Source: an optimization exercise on an open RTL-to-GDS flow (aim: small area). Production flows keep margins and buffers that such runs may drop. Function was checked by simulation only, so behaviour that the tests miss may differ from the original. Power and IR drop assume default switching activity.

==> inputs of v31 <==
## switch_core
module switch_core (
    input  wire         switch_clk,
    input  wire         arst_n_i,
    input  wire  [3:0]   frame_eof_i,
    input  wire  [191:0] src_mac_i,
    input  wire  [191:0] dst_mac_i,
    input  wire  [31:0]  start_ptr_i,
    input  wire  [3:0]   voq_pop_i,
    output wire  [31:0]  voq_ptr_o,
    output wire  [3:0]   voq_valid_o,
    output wire  [3:0]   voq_drop_o
);
==> module switch_core, before the edit <==
module switch_core (
    input  wire         switch_clk,
    input  wire         arst_n_i,
    input  wire  [3:0]   frame_eof_i,
    input  wire  [191:0] src_mac_i,
    input  wire  [191:0] dst_mac_i,
    input  wire  [31:0]  start_ptr_i,
    input  wire  [3:0]   voq_pop_i,
    output wire  [31:0]  voq_ptr_o,
    output wire  [3:0]   voq_valid_o,
    output wire  [3:0]   voq_drop_o
);
    logic [47:0] src_q [3:0];
    logic [47:0] dst_q [3:0];
    logic [7:0]  ptr_q [3:0];
    logic [3:0]  pending_q;
    logic [1:0]  rr_ptr_q;
    always_ff @(posedge switch_clk) begin
        for (int p = 0; p < 4; p++) begin
            if (frame_eof_i[p]) begin
                src_q[p] <= src_mac_i[p*48 +: 48];
                dst_q[p] <= dst_mac_i[p*48 +: 48];
                ptr_q[p] <= start_ptr_i[p*8 +: 8];
            end
        end
    end
    logic [3:0] grant;
    logic [1:0] grant_port;
    logic       found;
    always_comb begin
        grant      = '0;
        grant_port = rr_ptr_q;
        found      = 1'b0;
        for (int i = 0; i < 4; i++) begin
            if (!found && pending_q[2'(rr_ptr_q + 2'(i))]) begin
                found                          = 1'b1;
                grant[2'(rr_ptr_q + 2'(i))]    = 1'b1;
                grant_port                     = 2'(rr_ptr_q + 2'(i));
            end
        end
    end
    logic [3:0] g1_oh_q;
    logic       g1_valid_q;
    logic [1:0] g1_port_q;
    logic [3:0] g2_mask_q;
    logic [1:0] g2_port_q;
    logic [3:0] g3_mask_q;
    logic [7:0] g3_ptr_q;
    always_ff @(posedge switch_clk or negedge arst_n_i) begin
        if (!arst_n_i) begin
            pending_q  <= '0;
            rr_ptr_q   <= '0;
            g1_oh_q    <= '0;
        end else begin
            pending_q  <= frame_eof_i | (pending_q & ~grant);
            g1_oh_q    <= grant;
            if (found) rr_ptr_q <= {grant_port[1] ^ grant_port[0], ~grant_port[0]};
        end
    end
    logic [3:0] lk_idx_q;
    logic [3:0] grant_idx;
    always_comb begin
        grant_idx = '0;
        for (int p = 0; p < 4; p++)
            grant_idx = grant_idx | ({4{grant[p]}} & dst_q[p][3:0]);
    end
    always_ff @(posedge switch_clk) begin
        lk_idx_q  <= grant_idx;
        g2_port_q <= g1_port_q;
        g3_ptr_q  <= ptr_q[g2_port_q];
    end
    logic [43:0] tab_mac  [15:0];
    logic [1:0]  tab_port [15:0];
    logic [15:0] tab_valid_q;
    logic [47:0] lk_dst;
    logic [47:0] lk_src;
    logic        hit;
    logic [1:0]  hit_port;
    logic [3:0]  ingress_bit;
    logic [3:0]  mask;
    assign g1_valid_q = |g1_oh_q;
    assign g1_port_q  = {g1_oh_q[3] | g1_oh_q[2], g1_oh_q[3] | g1_oh_q[1]};
    always_comb begin
        lk_dst = '0;
        lk_src = '0;
        for (int p = 0; p < 4; p++) begin
            lk_dst = lk_dst | ({48{g1_oh_q[p]}} & dst_q[p]);
            lk_src = lk_src | ({48{g1_oh_q[p]}} & src_q[p]);
        end
    end
    logic [15:0] rd_sel;
    logic [43:0] rd_mac;
    logic [1:0]  rd_port;
    logic        rd_valid;
    always_comb begin
        rd_mac   = '0;
        rd_port  = '0;
        rd_valid = 1'b0;
        for (int i = 0; i < 16; i++) begin
            rd_sel[i] = (lk_idx_q == 4'(i));
            rd_mac    = rd_mac   | ({44{rd_sel[i]}} & tab_mac[i]);
            rd_port   = rd_port  | ({2{rd_sel[i]}} & tab_port[i]);
            rd_valid  = rd_valid | (rd_sel[i] & tab_valid_q[i]);
        end
    end
    assign hit         = rd_valid && (rd_mac == lk_dst[47:4]);
    assign hit_port    = rd_port;
    assign ingress_bit = g1_oh_q;
    always_comb begin
        if (!g1_valid_q)
            mask = '0;
        else if (((&lk_idx_q) && (&lk_dst[47:4])) || !hit)
            mask = ~ingress_bit;
        else if (hit_port == g1_port_q)
            mask = '0;
        else
            mask = 4'd1 << hit_port;
    end
    always_ff @(posedge switch_clk) begin
        if (g1_valid_q) begin
            tab_mac[lk_src[3:0]]  <= lk_src[47:4];
            tab_port[lk_src[3:0]] <= g1_port_q;
        end
    end
    always_ff @(posedge switch_clk or negedge arst_n_i) begin
        if (!arst_n_i) begin
            tab_valid_q <= '0;
            g2_mask_q   <= '0;
            g3_mask_q   <= '0;
        end else begin
            if (g1_valid_q) tab_valid_q[lk_src[3:0]] <= 1'b1;
            g2_mask_q <= mask;
            g3_mask_q <= g2_mask_q;
        end
    end
    for (genvar g = 0; g < 4; g++) begin : g_voq
        logic [7:0] mem [3:0];
        logic [1:0] wr_idx_q;
        logic [1:0] rd_idx_q;
        logic [1:0] rd_next;
        logic [1:0] wr_next;
        logic       valid_q;
        logic       drop_q;
        logic       full;
        logic       do_pop;
        logic       do_push;
        assign rd_next = {rd_idx_q[1] ^ rd_idx_q[0], ~rd_idx_q[0]};
        assign wr_next = {wr_idx_q[1] ^ wr_idx_q[0], ~wr_idx_q[0]};
        assign full    = valid_q && (wr_idx_q == rd_idx_q);
        assign do_pop  = voq_pop_i[g] && valid_q;
        assign do_push = g3_mask_q[g] && (!full || do_pop);
        always_ff @(posedge switch_clk) begin
            if (do_push) mem[wr_idx_q] <= g3_ptr_q;
        end
        always_ff @(posedge switch_clk or negedge arst_n_i) begin
            if (!arst_n_i) begin
                wr_idx_q <= '0;
                rd_idx_q <= '0;
                valid_q  <= 1'b0;
                drop_q   <= 1'b0;
            end else begin
                if (do_push) wr_idx_q <= wr_next;
                if (do_pop)  rd_idx_q <= rd_next;
                valid_q <= do_push || (valid_q && !(do_pop && rd_next == wr_idx_q));
                drop_q  <= g3_mask_q[g] && !do_push;
            end
        end
        assign voq_ptr_o[g*8 +: 8] = mem[rd_idx_q];
        assign voq_valid_o[g]      = valid_q;
        assign voq_drop_o[g]       = drop_q;
    end
endmodule
==> flow/config.mk <==
export PLATFORM = sky130hd
export DESIGN_NAME = switch_core
export DESIGN_NICKNAME = switch_core
export VERILOG_FILES = /design/flow/design.v
export SDC_FILE = /design/flow/constraint.sdc
export NUM_CORES = 4
export LEC_CHECK = 0
export CAP_MARGIN = 0
export CORE_MARGIN = 2
export CORE_UTILIZATION = 60
export SETUP_SLACK_MARGIN = 0.05
export SLEW_MARGIN = 0
==> flow/constraint.sdc <==
create_clock -name core_clock -period 5.0 [get_ports {switch_clk}]
set_input_delay 1.0000 -clock core_clock [delete_from_list [all_inputs] [get_ports {switch_clk}]]
set_output_delay 1.0000 -clock core_clock [all_outputs]
set_load 0.01 [all_outputs]
standard.sh (not shown) runs the stock make flow with config.mk's settings and CLKGATE_MAP_FILE= SYNTH_SCRIPT=/design/flow/synth_recipe.tcl, a recipe that flattens the netlist after the stock synthesis.
==> flow/flow/run.sh <==
#!/bin/bash
# ORFS layout of the design, as the standard.sh runs it, with three changes:
#  - synthesis maps the logic with an area-oriented ABC script (flow/synth.tcl)
#  - the port buffers are the smallest plain buffer
#  - CTS builds the tree from clkbuf_16 without dummy loads
set -euo pipefail
W=$PWD
export MY_ABC_SCRIPT=$W/flow/abc_area.script
export BUFFER_PORTS_ARGS="-buffer_cell sky130_fd_sc_hd__buf_1"
export CTS_ARGS="-sink_clustering_enable -repair_clock_nets -dont_use_dummy_load -buf_list sky130_fd_sc_hd__clkbuf_16 -sink_clustering_size 24 -sink_clustering_max_diameter 80"
make -C "$FLOW_HOME" DESIGN_CONFIG="$FLOW_CONFIG" WORK_HOME="$W/orfs" CLKGATE_MAP_FILE= \
  SYNTH_SCRIPT="$W/flow/synth.tcl" finish > "$W/make_finish.log" 2>&1
R=$W/orfs/results/$FLOW_PLATFORM/switch_core/base
: # left out here: write the final layout as DEF
==> flow/flow/abc_area.script <==
&get -n
&st
&dch -f
&nf -a -R 1000
&st
&dch -f
&nf -a -R 1000
&put
==> flow/flow/synth.tcl <==
# The standard flow's synthesis script (synth_recipe.tcl) with one change: ABC maps the
# combinational logic with an area-oriented script (flow/abc_area.script)
# instead of ORFS's speed script. Flip-flop mapping, flattening and renaming
# are unchanged.
proc synth {args} { yosys synth -nofsm -noshare {*}$args }
proc abc {args} {
  set i [lsearch -exact $args -script]
  if {$i >= 0} { lset args [expr {$i + 1}] $::env(MY_ABC_SCRIPT) }
  yosys abc {*}$args
}
source $::env(SCRIPTS_DIR)/synth.tcl
# left out here: clear keep_hierarchy, flatten, clean up, hide names made inside functions, write 1_2_yosys.v
==> v12 (differences from v31) <==
--- a/flow/design.v
+++ b/flow/design.v
@@ -43,3 +43,2 @@
     end
-    logic [3:0] g1_oh_q;
     logic       g1_valid_q;
@@ -54,18 +53,11 @@
             rr_ptr_q   <= '0;
-            g1_oh_q    <= '0;
+            g1_valid_q <= 1'b0;
         end else begin
             pending_q  <= frame_eof_i | (pending_q & ~grant);
-            g1_oh_q    <= grant;
-            if (found) rr_ptr_q <= {grant_port[1] ^ grant_port[0], ~grant_port[0]};
+            g1_valid_q <= found;
+            if (found) rr_ptr_q <= grant_port + 2'd1;
         end
     end
-    logic [3:0] lk_idx_q;
-    logic [3:0] grant_idx;
-    always_comb begin
-        grant_idx = '0;
-        for (int p = 0; p < 4; p++)
-            grant_idx = grant_idx | ({4{grant[p]}} & dst_q[p][3:0]);
-    end
     always_ff @(posedge switch_clk) begin
-        lk_idx_q  <= grant_idx;
+        g1_port_q <= grant_port;
         g2_port_q <= g1_port_q;
@@ -82,30 +74,7 @@
     logic [3:0]  mask;
-    assign g1_valid_q = |g1_oh_q;
-    assign g1_port_q  = {g1_oh_q[3] | g1_oh_q[2], g1_oh_q[3] | g1_oh_q[1]};
-    always_comb begin
-        lk_dst = '0;
-        lk_src = '0;
-        for (int p = 0; p < 4; p++) begin
-            lk_dst = lk_dst | ({48{g1_oh_q[p]}} & dst_q[p]);
-            lk_src = lk_src | ({48{g1_oh_q[p]}} & src_q[p]);
-        end
-    end
-    logic [15:0] rd_sel;
-    logic [43:0] rd_mac;
-    logic [1:0]  rd_port;
-    logic        rd_valid;
-    always_comb begin
-        rd_mac   = '0;
-        rd_port  = '0;
-        rd_valid = 1'b0;
-        for (int i = 0; i < 16; i++) begin
-            rd_sel[i] = (lk_idx_q == 4'(i));
-            rd_mac    = rd_mac   | ({44{rd_sel[i]}} & tab_mac[i]);
-            rd_port   = rd_port  | ({2{rd_sel[i]}} & tab_port[i]);
-            rd_valid  = rd_valid | (rd_sel[i] & tab_valid_q[i]);
-        end
-    end
-    assign hit         = rd_valid && (rd_mac == lk_dst[47:4]);
-    assign hit_port    = rd_port;
-    assign ingress_bit = g1_oh_q;
+    assign lk_dst      = dst_q[g1_port_q];
+    assign lk_src      = src_q[g1_port_q];
+    assign hit         = tab_valid_q[lk_dst[3:0]] && (tab_mac[lk_dst[3:0]] == lk_dst[47:4]);
+    assign hit_port    = tab_port[lk_dst[3:0]];
+    assign ingress_bit = 4'd1 << g1_port_q;
     always_comb begin
@@ -113,3 +82,3 @@
             mask = '0;
-        else if (((&lk_idx_q) && (&lk_dst[47:4])) || !hit)
+        else if ((&lk_dst) || !hit)
             mask = ~ingress_bit;
@@ -141,14 +110,8 @@
         logic [1:0] rd_idx_q;
-        logic [1:0] rd_next;
-        logic [1:0] wr_next;
-        logic       valid_q;
+        logic [2:0] count_q;
         logic       drop_q;
-        logic       full;
         logic       do_pop;
         logic       do_push;
-        assign rd_next = {rd_idx_q[1] ^ rd_idx_q[0], ~rd_idx_q[0]};
-        assign wr_next = {wr_idx_q[1] ^ wr_idx_q[0], ~wr_idx_q[0]};
-        assign full    = valid_q && (wr_idx_q == rd_idx_q);
-        assign do_pop  = voq_pop_i[g] && valid_q;
-        assign do_push = g3_mask_q[g] && (!full || do_pop);
+        assign do_pop  = voq_pop_i[g] && (count_q != 3'd0);
+        assign do_push = g3_mask_q[g] && (!count_q[2] || do_pop);
         always_ff @(posedge switch_clk) begin
@@ -160,9 +123,10 @@
                 rd_idx_q <= '0;
-                valid_q  <= 1'b0;
+                count_q  <= '0;
                 drop_q   <= 1'b0;
             end else begin
-                if (do_push) wr_idx_q <= wr_next;
-                if (do_pop)  rd_idx_q <= rd_next;
-                valid_q <= do_push || (valid_q && !(do_pop && rd_next == wr_idx_q));
-                drop_q  <= g3_mask_q[g] && !do_push;
+                if (do_push) wr_idx_q <= wr_idx_q + 2'd1;
+                if (do_pop)  rd_idx_q <= rd_idx_q + 2'd1;
+                if (do_push && !do_pop)      count_q <= count_q + 3'd1;
+                else if (do_pop && !do_push) count_q <= count_q - 3'd1;
+                drop_q <= g3_mask_q[g] && !do_push;
             end
@@ -170,3 +134,3 @@
         assign voq_ptr_o[g*8 +: 8] = mem[rd_idx_q];
-        assign voq_valid_o[g]      = valid_q;
+        assign voq_valid_o[g]      = (count_q != 3'd0);
         assign voq_drop_o[g]       = drop_q;
==> flow/run.sh (new file) <==
#!/bin/bash
# synth_recipe.tcl (not shown) runs the flow's synth.tcl, then flattens the netlist and writes it again
# the make line also repeats each setting of config.mk as NAME=value (left out here)
make -C /OpenROAD-flow-scripts/flow DESIGN_CONFIG=/design/flow/config.mk WORK_HOME=/design/flow/orfs CLKGATE_MAP_FILE= SYNTH_SCRIPT=/design/flow/synth_recipe.tcl finish
Settings changed: CAP_MARGIN 0 to 20, CORE_UTILIZATION 60 to 40, SETUP_SLACK_MARGIN 0.05 to unset, SLEW_MARGIN 0 to 20.
removed: flow/flow/run.sh
removed: flow/flow/abc_area.script
removed: flow/flow/synth.tcl
removed: flow/standard.sh
==> comparison table <==
Outcome: v12 timing/DRC/antenna clean; v31 timing/DRC/antenna clean
Clock Skew: v12 40.2 ps; v31 39.1 ps
Number of H-tree levels: v12 4; v31 3
Net count of the mapped netlist: v12 3204; v31 2994
Mux contribution to synthesized area: v12 13.1%; v31 1.87%
Antenna violations before repair: v12 5; v31 2
Type of the tightest min-delay check: v12 primary input to asynchronous set/reset pin; v31 flip-flop to flip-flop
Number of register bits inferred by synthesis: v12 1355; v31 1352
Routed WL per cell: v12 27.9 um; v31 31.0 um
CP max FO: v12 18; v31 20
Worst-case setup margin in the final layout: v12 517 ps; v31 328 ps
DIE HEIGHT: v12 368 um; v31 289 um
Transition time of the tightest slew-check pin: v12 1120 ps; v31 1140 ps
Power dissipated in combinational cells: v12 15.7 mW; v31 9.53 mW

afterwards: timing with drivers on the ports:
The flow's constraints put no driver on any port. The routed layouts listed below were extracted and timed again, unchanged, in two steps. Step 1: set_driving_cell puts a clkbuf_16 on switch_clk and a buf_2 on each other input, an assumption about the parent block. Step 2 times the ports against the registers' clock, not the clock port: input delays grow and output delays shrink by t, the midpoint of the rising clock arrivals with the driver on. Three values: ideal, step 1, step 2; two values: the first two.
run	shift t [ns]	setup slack, ns	worst slew at a driven data input, ns
v31	0.693	0.328 / 0.328 / 0.328	0.08
v12	0.831	0.517 / 0.517 / 0.517	0.11
After both steps setup and hold are still met in every run listed.
